This is an optimization exercise on Yosys and OpenROAD, whose aim is small area and a short achievable clock period, not a production implementation.
In this exercise RTL edits were held to simulation tests only and were not proved equivalent to the original.
No driver is modelled on the clock port, so clocking that relies on it looks cheaper here than on a real chip.

==> inputs of run B <==
==> flow/design.v <==
package cpu8_pkg;
  typedef enum logic [3:0] {
    OP_NOP = 4'h0,
    OP_LDO = 4'h1,
    OP_LDA = 4'h2,
    OP_LDR = 4'h3,
    OP_PRE = 4'h4,
    OP_STO = 4'h5,
    OP_ADD = 4'h6,
    OP_SHL = 4'h7,
    OP_SHR = 4'h8,
    OP_SUB = 4'h9,
    OP_AND = 4'hA,
    OP_OR  = 4'hB,
    OP_JMP = 4'hC,
    OP_JZ  = 4'hD,
    OP_OUT = 4'hE,
    OP_HLT = 4'hF
  } opcode_e;
  typedef enum logic [2:0] {
    ST_IDLE   = 3'd0,
    ST_FETCH  = 3'd1,
    ST_DECODE = 3'd2,
    ST_OPND   = 3'd3,
    ST_EXEC   = 3'd4,
    ST_MEM    = 3'd5,
    ST_WBACK  = 3'd6,
    ST_HALT   = 3'd7
  } ctrl_state_e;
  localparam logic [1:0] FETCH_NONE = 2'b00;
  localparam logic [1:0] FETCH_BYTE = 2'b01;
  localparam logic [1:0] FETCH_OPND = 2'b10;
  localparam int ERR_RW_BOTH = 0;   
  localparam int ERR_DUAL_RD = 1;   
  localparam int ERR_WR_PC   = 2;   
endpackage
module ram_array #(
  parameter int DW = 8
) (
  input  logic          clk,
  input  logic          we,
  input  logic          re,
  input  logic [15:0]   hi,
  input  logic [15:0]   lo0,
  input  logic [15:0]   lo1,
  input  logic [DW-1:0] wdata,
  output logic [DW-1:0] rdn0,
  output logic [DW-1:0] rdn1
);
  logic [DW-1:0] wdata_g;
  assign wdata_g = wdata & {DW{we}};
  logic [DW-1:0] row_q [32];
  for (genvar i = 0; i < 16; i++) begin : g_row
    logic [15:0] lo, wl, load, hold;
    assign lo = (i < 8) ? lo0 : lo1;
    for (genvar j = 0; j < 16; j++) begin : g_wl
      ram_and2 u_wl (.a(hi[i]), .b(lo[j]), .y(wl[j]));
    end
    assign load = wl;
    assign hold = ~(wl & {16{we}});
    ram_row #(.DW(DW)) u_row (
      .clk   (clk),
      .wl    (wl),
      .load  (load),
      .hold  (hold),
      .wdata (wdata_g),
      .rq0   (row_q[2*i]),
      .rq1   (row_q[2*i+1])
    );
  end
  for (genvar b = 0; b < DW; b++) begin : g_bit
    for (genvar h = 0; h < 2; h++) begin : g_half
      logic [7:0] n1;
      logic [1:0] a2;
      for (genvar m = 0; m < 8; m++) begin : g_n1
        ram_nor2 u_g (.a(row_q[16*h+2*m][b]), .b(row_q[16*h+2*m+1][b]), .y(n1[m]));
      end
      ram_nand4 u_a0 (.a(n1[0]), .b(n1[1]), .c(n1[2]), .d(n1[3]), .y(a2[0]));
      ram_nand4 u_a1 (.a(n1[4]), .b(n1[5]), .c(n1[6]), .d(n1[7]), .y(a2[1]));
      if (h == 0) begin : g_o0
        ram_oai21 u_o (.a1(a2[0]), .a2(a2[1]), .b(re), .y(rdn0[b]));
      end else begin : g_o1
        ram_oai21 u_o (.a1(a2[0]), .a2(a2[1]), .b(re), .y(rdn1[b]));
      end
    end
  end
endmodule
module ram_row #(
  parameter int DW = 8
) (
  input  logic          clk,
  input  logic [15:0]   wl,
  input  logic [15:0]   load,
  input  logic [15:0]   hold,
  input  logic [DW-1:0] wdata,
  output logic [DW-1:0] rq0,
  output logic [DW-1:0] rq1
);
  logic [DW-1:0] q [16];
  for (genvar j = 0; j < 16; j++) begin : g_word
    always_ff @(posedge clk) begin
      q[j] <= (q[j] & {DW{hold[j]}}) | (wdata & {DW{load[j]}});
    end
  end
  for (genvar b = 0; b < DW; b++) begin : g_bit
    logic [7:0] p;
    for (genvar m = 0; m < 8; m++) begin : g_pair
      ram_aoi22 u_g (
        .a1 (q[2*m][b]),   .a2 (wl[2*m]),
        .b1 (q[2*m+1][b]), .b2 (wl[2*m+1]),
        .y  (p[m])
      );
    end
    ram_nand4 u_r0 (.a(p[0]), .b(p[1]), .c(p[2]), .d(p[3]), .y(rq0[b]));
    ram_nand4 u_r1 (.a(p[4]), .b(p[5]), .c(p[6]), .d(p[7]), .y(rq1[b]));
  end
endmodule
module ram_aoi22 (
  input  logic a1, a2, b1, b2,
  output logic y
);
  assign y = ~((a1 & a2) | (b1 & b2));
endmodule
module ram_nand4 (
  input  logic a, b, c, d,
  output logic y
);
  assign y = ~(a & b & c & d);
endmodule
module ram_and2 (
  input  logic a, b,
  output logic y
);
  assign y = a & b;
endmodule
module ram_oai21 (
  input  logic a1, a2, b,
  output logic y
);
  assign y = ~((a1 | a2) & b);
endmodule
module ram_nor2 (
  input  logic a, b,
  output logic y
);
  assign y = ~(a | b);
endmodule
module mem_responder #(
  parameter int AW = 8,
  parameter int DW = 8
) (
  input  logic          clk,
  input  logic          rst,
  input  logic          rom_ena,
  input  logic          rom_read,
  input  logic          ram_ena,
  input  logic          ram_read,
  input  logic          ram_write,
  input  logic          ad_sel,
  input  logic          PC_en,
  input  logic          pc_in,
  input  logic [1:0]    fetch,
  input  logic [DW-1:0] rom_data,
  input  logic [DW-1:0] wr_data,
  input  logic          err_clr,
  output logic [AW-1:0] rom_addr,
  output logic [3:0]    ins,
  output logic [AW-1:0] pc,
  output logic [DW-1:0] rd_data,
  output logic          rd_valid,
  output logic [2:0]    err
);
  logic          rom_rd, ram_rd, ram_wr;
  logic          ir_load, opnd_load, rom_data_load, ram_data_load;
  logic          ram_we;
  logic [2:0]    err_new;
  logic [3:0]    ir;
  logic [AW-1:0] opnd;
  logic [DW-1:0] ram_rdn0, ram_rdn1;
  logic [15:0]   opnd_lo0, opnd_lo1, opnd_hi;
  assign rom_rd = rom_ena & rom_read;
  assign ram_rd = ram_ena & ram_read;
  assign ram_wr = ram_ena & ram_write;
  assign ir_load       = (fetch == cpu8_pkg::FETCH_BYTE) & rom_rd & ~ad_sel & ~pc_in;
  assign opnd_load     = (fetch == cpu8_pkg::FETCH_OPND) & rom_rd;
  assign rom_data_load = (fetch == cpu8_pkg::FETCH_BYTE) & ad_sel & rom_rd;
  assign ram_data_load = ram_rd & ~rom_rd;
  assign ram_we = ram_wr & ad_sel & ~ram_read & rst;
  always_comb begin
    err_new              = '0;
    err_new[cpu8_pkg::ERR_RW_BOTH] = ram_ena & ram_read & ram_write;
    err_new[cpu8_pkg::ERR_DUAL_RD] = rom_rd & ram_rd;
    err_new[cpu8_pkg::ERR_WR_PC]   = ram_wr & ~ad_sel;
  end
  logic [AW-1:0] ra_o, ra_p;
  logic          ad_sel_n;
  assign ad_sel_n = ~ad_sel;
  for (genvar b = 0; b < AW; b++) begin : g_ra
    mr_nand2 u_o (.a(ad_sel),   .b(opnd[b]), .y(ra_o[b]));
    mr_nand2 u_p (.a(ad_sel_n), .b(pc_a[b]), .y(ra_p[b]));
    mr_nand2 u_y (.a(ra_o[b]),  .b(ra_p[b]), .y(rom_addr[b]));
  end
  assign ins = ir;
  logic [AW-1:0] pc_next, pc_a;
  always_comb begin
    pc_next = pc;
    if (PC_en && pc_in && rom_rd) pc_next = rom_data[AW-1:0];
    else if (PC_en && !pc_in)     pc_next = pc + AW'(1);
  end
  mr_reg8 u_pc  (.clk(clk), .rst(rst), .d(pc_next), .q(pc));
  mr_reg8 u_pca (.clk(clk), .rst(rst), .d(pc_next), .q(pc_a));
  ram_array #(.DW(DW)) u_ram (
    .clk   (clk),
    .we    (ram_we),
    .re    (ram_data_load),
    .hi    (opnd_hi),
    .lo0   (opnd_lo0),
    .lo1   (opnd_lo1),
    .wdata (wr_data),
    .rdn0  (ram_rdn0),
    .rdn1  (ram_rdn1)
  );
  mr_onehot u_lo0 (.clk(clk), .rst(rst), .ld(opnd_load), .nib(rom_data[3:0]), .q(opnd_lo0));
  mr_onehot u_lo1 (.clk(clk), .rst(rst), .ld(opnd_load), .nib(rom_data[3:0]), .q(opnd_lo1));
  mr_onehot u_hi  (.clk(clk), .rst(rst), .ld(opnd_load), .nib(rom_data[7:4]), .q(opnd_hi));
  logic [DW-1:0] rd_keep;
  assign rd_keep = rom_data_load ? rom_data : (ram_data_load ? '0 : rd_data);
  always_ff @(posedge clk or negedge rst) begin
    if (!rst) begin
      ir       <= cpu8_pkg::OP_NOP;
      opnd     <= '0;
      rd_data  <= '0;
      rd_valid <= 1'b0;
      err      <= '0;
    end else begin
      if (ir_load)   ir   <= rom_data[DW-1:DW-4];
      if (opnd_load) opnd <= rom_data[AW-1:0];
      rd_data <= rd_keep | ~(ram_rdn0 & ram_rdn1);
      rd_valid <= rom_data_load | ram_data_load;
      err <= (err & ~{3{err_clr}}) | err_new;
    end
  end
endmodule
module mr_onehot (
  input  logic        clk,
  input  logic        rst,
  input  logic        ld,
  input  logic [3:0]  nib,
  output logic [15:0] q
);
  logic [15:0] r;
  always_ff @(posedge clk or negedge rst) begin
    if (!rst)    r <= '0;
    else if (ld) r <= (16'd1 << nib) ^ 16'd1;
  end
  assign q = r ^ 16'd1;
endmodule
module mr_reg8 (
  input  logic       clk,
  input  logic       rst,
  input  logic [7:0] d,
  output logic [7:0] q
);
  always_ff @(posedge clk or negedge rst) begin
    if (!rst) q <= '0;
    else      q <= d;
  end
endmodule
module mr_nand2 (
  input  logic a, b,
  output logic y
);
  assign y = ~(a & b);
endmodule
==> flow/flow/run.sh <==
#!/bin/bash
# Layout flow: the standard ORFS flow (standard.sh, unchanged synthesis)
# with these changes:
#  - repair may swap a cell for one of another footprint (MATCH_CELL_FOOTPRINT=0),
#  - ports are buffered with buf_4 instead of the resizer's default pick,
#  - CTS uses clkbuf_16 only, clusters of up to 30 sinks within 80 um, and
#    no dummy loads,
#  - after floorplan, combinational cells that synthesis upsized against its
#    own load model are set back to drive 1 (post_fp.tcl); placement and
#    timing repair upsize them again where the placed loads need it,
#  - after CTS, the predecoded RAM address registers get their clock one
#    buffer level earlier, a useful skew for the RAM's internal read and
#    write paths (post_cts.tcl), followed by another timing repair.
# make's full output goes to flow_make.log; ORFS's per-step logs stay under
# orfs/logs/.
set -euo pipefail
W=$(cd "$(dirname "$0")/.." && pwd)
cd "$W"
bash standard.sh \
  MATCH_CELL_FOOTPRINT=0 \
  "BUFFER_PORTS_ARGS=-buffer_cell sky130_fd_sc_hd__buf_4" \
  POST_FLOORPLAN_TCL="$W/flow/post_fp.tcl" \
  POST_CTS_TCL="$W/flow/post_cts.tcl" \
  "CTS_ARGS=-sink_clustering_enable -repair_clock_nets -sink_clustering_size 30 -sink_clustering_max_diameter 80 -buf_list sky130_fd_sc_hd__clkbuf_16 -dont_use_dummy_load" \
  finish > "$W/flow_make.log" 2>&1
==> flow/flow/post_cts.tcl <==
# Useful skew for the RAM's read and write paths: the predecoded address
# registers (u_lo0, u_lo1, u_hi) launch every path into the RAM words and
# the read data register, and feed nothing else; their own inputs come from
# input ports. Each group gets its own clkbuf_16 tapped from the clock
# root's net, so their clock arrives one buffer level earlier than the rest.
# Then placement is legalized and timing repaired again.
set block [ord::get_db_block]
set root_net ""
foreach inst [$block getInsts] {
  if {[$inst getName] eq "clkbuf_0_clk"} {
    set root_net [[$inst findITerm X] getNet]
  }
}
if {$root_net eq ""} { error "post_cts: clock root buffer not found" }
set master [[ord::get_db] findMaster sky130_fd_sc_hd__clkbuf_16]
foreach grp {u_lo0 u_lo1 u_hi} {
  set flops {}
  foreach inst [$block getInsts] {
    if {[string match "${grp}.r*" [$inst getName]] && [[$inst getMaster] isSequential]} {
      lappend flops $inst
    }
  }
  if {[llength $flops] == 0} { error "post_cts: no registers in $grp" }
  set sx 0; set sy 0
  foreach f $flops { set bb [$f getBBox]; set sx [expr {$sx + [$bb xMin]}]; set sy [expr {$sy + [$bb yMin]}] }
  set cx [expr {int($sx / [llength $flops])}]
  set cy [expr {int($sy / [llength $flops])}]
  set buf [odb::dbInst_create $block $master "clkbuf_early_${grp}"]
  set net [odb::dbNet_create $block "clknet_early_${grp}"]
  $net setSigType CLOCK
  [$buf findITerm A] connect $root_net
  [$buf findITerm X] connect $net
  foreach it [$buf getITerms] {
    if {[[$it getMTerm] getSigType] eq "POWER"} { $it connect [$block findNet VDD] }
    if {[[$it getMTerm] getSigType] eq "GROUND"} { $it connect [$block findNet VSS] }
  }
  foreach f $flops {
    set it [$f findITerm CLK]
    $it disconnect
    $it connect $net
  }
  $buf setLocation $cx $cy
  $buf setPlacementStatus PLACED
  puts "post_cts: [llength $flops] registers of $grp on clknet_early_${grp}"
}
detailed_placement
estimate_parasitics -placement
repair_timing_helper
detailed_placement
check_placement -verbose
==> flow/flow/post_fp.tcl <==
# Downsize combinational cells that synthesis upsized against its own load
# model; placement-time repair upsizes again wherever real loads need it.
set n 0
foreach inst [get_cells *] {
  set m [get_property $inst ref_name]
  if {![regexp {^(sky130_fd_sc_hd__)([a-z0-9]+)_([0-9]+)$} $m -> pfx fam drv]} { continue }
  if {$drv <= 1} { continue }
  if {[regexp {^(df|edf|sdf|dl|buf|clkbuf|clkinv|inv|tap|fill|decap|conb|clkdly|dlygate|dlymetal)} $fam]} { continue }
  set new "${pfx}${fam}_1"
  if {[llength [get_lib_cells -quiet */$new]] == 0} { continue }
  replace_cell $inst [lindex [get_lib_cells */$new] 0]
  incr n
}
puts "post_fp: downsized $n cells"
==> flow/standard.sh <==
#!/bin/bash
# synth_recipe.tcl (not shown) runs the flow's synth.tcl, then flattens the netlist and writes it again
# the make line also repeats each setting of config.mk as NAME=value (left out here)
make -C /OpenROAD-flow-scripts/flow DESIGN_CONFIG=/design/flow/config.mk WORK_HOME=/design/flow/orfs CLKGATE_MAP_FILE= SYNTH_SCRIPT=/design/flow/synth_recipe.tcl "${@:-finish}"
==> flow/config.mk <==
export PLATFORM = sky130hd
export DESIGN_NAME = mem_responder
export DESIGN_NICKNAME = mem_responder
export VERILOG_FILES = /design/flow/design.v
export SDC_FILE = /design/flow/constraint.sdc
export NUM_CORES = 4
export LEC_CHECK = 0
export CAP_MARGIN = 20
export CORE_MARGIN = 2
export CORE_UTILIZATION = 68
export PLACE_DENSITY = 0.78
export SETUP_SLACK_MARGIN = 2.65
export SLEW_MARGIN = 20
export SYNTH_HIERARCHICAL = 1
export TNS_END_PERCENT = 0
==> flow/constraint.sdc <==
create_clock -name core_clock -period 5.0 [get_ports {clk}]
set_input_delay 1.0000 -clock core_clock [delete_from_list [all_inputs] [get_ports {clk}]]
set_output_delay 1.0000 -clock core_clock [all_outputs]
set_load 0.01 [all_outputs]
==> run Y (differences from run B) <==
==> flow/design.v, changed modules only <==
module ram_array #(
  parameter int DW = 8
) (
  input  logic          clk,
  input  logic          we,
  input  logic          re,
  input  logic [15:0]   hi,
  input  logic [15:0]   lo0,
  input  logic [15:0]   lo1,
  input  logic [DW-1:0] wdata,
  output logic [DW-1:0] rdn0,
  output logic [DW-1:0] rdn1
);
  logic [DW-1:0] row_q [32];
  for (genvar i = 0; i < 16; i++) begin : g_row
    logic [15:0] lo, wl, load, hold;
    assign lo = (i < 8) ? lo0 : lo1;
    for (genvar j = 0; j < 16; j++) begin : g_wl
      ram_and2 u_wl (.a(hi[i]), .b(lo[j]), .y(wl[j]));
    end
    assign load = wl & {16{we}};
    assign hold = ~load;
    ram_row #(.DW(DW)) u_row (
      .clk   (clk),
      .wl    (wl),
      .load  (load),
      .hold  (hold),
      .wdata (wdata),
      .rq0   (row_q[2*i]),
      .rq1   (row_q[2*i+1])
    );
  end
  for (genvar b = 0; b < DW; b++) begin : g_bit
    for (genvar h = 0; h < 2; h++) begin : g_half
      logic [7:0] n1;
      logic [1:0] a2;
      for (genvar m = 0; m < 8; m++) begin : g_n1
        ram_nor2 u_g (.a(row_q[16*h+2*m][b]), .b(row_q[16*h+2*m+1][b]), .y(n1[m]));
      end
      ram_nand4 u_a0 (.a(n1[0]), .b(n1[1]), .c(n1[2]), .d(n1[3]), .y(a2[0]));
      ram_nand4 u_a1 (.a(n1[4]), .b(n1[5]), .c(n1[6]), .d(n1[7]), .y(a2[1]));
      if (h == 0) begin : g_o0
        ram_oai21 u_o (.a1(a2[0]), .a2(a2[1]), .b(re), .y(rdn0[b]));
      end else begin : g_o1
        ram_oai21 u_o (.a1(a2[0]), .a2(a2[1]), .b(re), .y(rdn1[b]));
      end
    end
  end
endmodule
module mem_responder #(
  parameter int AW = 8,
  parameter int DW = 8
) (
  input  logic          clk,
  input  logic          rst,
  input  logic          rom_ena,
  input  logic          rom_read,
  input  logic          ram_ena,
  input  logic          ram_read,
  input  logic          ram_write,
  input  logic          ad_sel,
  input  logic          PC_en,
  input  logic          pc_in,
  input  logic [1:0]    fetch,
  input  logic [DW-1:0] rom_data,
  input  logic [DW-1:0] wr_data,
  input  logic          err_clr,
  output logic [AW-1:0] rom_addr,
  output logic [3:0]    ins,
  output logic [AW-1:0] pc,
  output logic [DW-1:0] rd_data,
  output logic          rd_valid,
  output logic [2:0]    err
);
  logic          rom_rd, ram_rd, ram_wr;
  logic          ir_load, opnd_load, rom_data_load, ram_data_load;
  logic          ram_we;
  logic [2:0]    err_new;
  logic [3:0]    ir;
  logic [AW-1:0] opnd;
  logic [DW-1:0] ram_rdn0, ram_rdn1;
  logic [15:0]   opnd_lo0, opnd_lo1, opnd_hi;
  assign rom_rd = rom_ena & rom_read;
  assign ram_rd = ram_ena & ram_read;
  assign ram_wr = ram_ena & ram_write;
  assign ir_load       = (fetch == cpu8_pkg::FETCH_BYTE) & rom_rd & ~ad_sel & ~pc_in;
  assign opnd_load     = (fetch == cpu8_pkg::FETCH_OPND) & rom_rd;
  assign rom_data_load = (fetch == cpu8_pkg::FETCH_BYTE) & ad_sel & rom_rd;
  assign ram_data_load = ram_rd & ~rom_rd;
  assign ram_we = ram_wr & ad_sel & ~ram_read & rst;
  always_comb begin
    err_new              = '0;
    err_new[cpu8_pkg::ERR_RW_BOTH] = ram_ena & ram_read & ram_write;
    err_new[cpu8_pkg::ERR_DUAL_RD] = rom_rd & ram_rd;
    err_new[cpu8_pkg::ERR_WR_PC]   = ram_wr & ~ad_sel;
  end
  logic [AW-1:0] ra_o, ra_p;
  logic          ad_sel_n;
  assign ad_sel_n = ~ad_sel;
  for (genvar b = 0; b < AW; b++) begin : g_ra
    mr_nand2 u_o (.a(ad_sel),   .b(opnd[b]), .y(ra_o[b]));
    mr_nand2 u_p (.a(ad_sel_n), .b(pc[b]),   .y(ra_p[b]));
    mr_nand2 u_y (.a(ra_o[b]),  .b(ra_p[b]), .y(rom_addr[b]));
  end
  assign ins = ir;
  ram_array #(.DW(DW)) u_ram (
    .clk   (clk),
    .we    (ram_we),
    .re    (ram_data_load),
    .hi    (opnd_hi),
    .lo0   (opnd_lo0),
    .lo1   (opnd_lo1),
    .wdata (wr_data),
    .rdn0  (ram_rdn0),
    .rdn1  (ram_rdn1)
  );
  mr_onehot u_lo0 (.clk(clk), .rst(rst), .ld(opnd_load), .nib(rom_data[3:0]), .q(opnd_lo0));
  mr_onehot u_lo1 (.clk(clk), .rst(rst), .ld(opnd_load), .nib(rom_data[3:0]), .q(opnd_lo1));
  mr_onehot u_hi  (.clk(clk), .rst(rst), .ld(opnd_load), .nib(rom_data[7:4]), .q(opnd_hi));
  logic [DW-1:0] rd_keep;
  assign rd_keep = rom_data_load ? rom_data : (ram_data_load ? '0 : rd_data);
  always_ff @(posedge clk or negedge rst) begin
    if (!rst) begin
      pc       <= '0;
      ir       <= cpu8_pkg::OP_NOP;
      opnd     <= '0;
      rd_data  <= '0;
      rd_valid <= 1'b0;
      err      <= '0;
    end else begin
      if (PC_en && pc_in && rom_rd) pc <= rom_data[AW-1:0];
      else if (PC_en && !pc_in)     pc <= pc + AW'(1);
      if (ir_load)   ir   <= rom_data[DW-1:DW-4];
      if (opnd_load) opnd <= rom_data[AW-1:0];
      rd_data <= rd_keep | ~(ram_rdn0 & ram_rdn1);
      rd_valid <= rom_data_load | ram_data_load;
      err <= (err & ~{3{err_clr}}) | err_new;
    end
  end
endmodule
// module mr_reg8 removed
==> flow/flow/run.sh (replaced) <==
#!/bin/bash
# Layout flow: the standard ORFS flow (standard.sh, unchanged synthesis)
# with these changes:
#  - repair may swap a cell for one of another footprint (MATCH_CELL_FOOTPRINT=0),
#  - ports are buffered with buf_4 instead of the resizer's default pick,
#  - after floorplan, combinational cells that synthesis upsized against its
#    own load model are set back to drive 1 (post_fp.tcl); placement and
#    timing repair upsize them again where the placed loads need it.
# make's full output goes to flow_make.log; ORFS's per-step logs stay under
# orfs/logs/.
set -euo pipefail
W=$(cd "$(dirname "$0")/.." && pwd)
cd "$W"
bash standard.sh \
  MATCH_CELL_FOOTPRINT=0 \
  "BUFFER_PORTS_ARGS=-buffer_cell sky130_fd_sc_hd__buf_4" \
  POST_FLOORPLAN_TCL="$W/flow/post_fp.tcl" \
  finish > "$W/flow_make.log" 2>&1
Settings changed: CORE_UTILIZATION 68 to 60, CTS_BUF_LIST set to sky130_fd_sc_hd__clkbuf_16, CTS_CLUSTER_DIAMETER set to 80, CTS_CLUSTER_SIZE set to 30, PLACE_DENSITY 0.78 to 0.7, SETUP_SLACK_MARGIN 2.65 to 2.5, TNS_END_PERCENT 0 to unset.
removed: flow/flow/post_cts.tcl
==> summary of the runs <==
Run B went through all stages and came out clean. Run Y finished with timing, DRC and antenna clean.
Against run Y, the worst hold slack of run B is lower by 0.022 ns.
In run Y the clock skew is lower than in run B, by 0.28 ns.
Of run B and run Y, run Y has the higher final cell count (gap about 6%, measured against run Y).
Against run Y, the setup slack of run B is higher by 0.12 ns.
Of run Y and run B, run B has the higher sequential share of layout area (gap 1.4 points).
Against run B, the register-to-register slack of run Y is worse by 0.18 ns.

[port drivers added, routing unchanged]
How much do the figures lean on ideal ports? The routed layouts below were timed once more, with nothing changed but the port constraints. Step 1 (the two cells are an assumption about what drives the block):
set clk [get_ports {clk}]
set_driving_cell -lib_cell sky130_fd_sc_hd__clkbuf_16 $clk
set_driving_cell -lib_cell sky130_fd_sc_hd__buf_2 [delete_from_list [all_inputs] $clk]
Step 2, shift: input delay + t, output delay - t, t = (earliest + latest rising clock arrival at the registers) / 2. This alone moves slack from input paths to output paths. Three values: ideal, step 1, step 2; two values: the first two.
run	t, ns	setup WS [ns]	worst setup path after step 2	latest minus earliest clock arrival (ns)
run B	0.730	2.485 / 2.400 / 1.910	input to register	0.319 / 0.320
run Y	0.804	2.363 / 2.363 / 1.788	input to register	0.035 / 0.034
Clock arrivals are far apart in run B, so t is only a midpoint there and step 2 fits no single register.
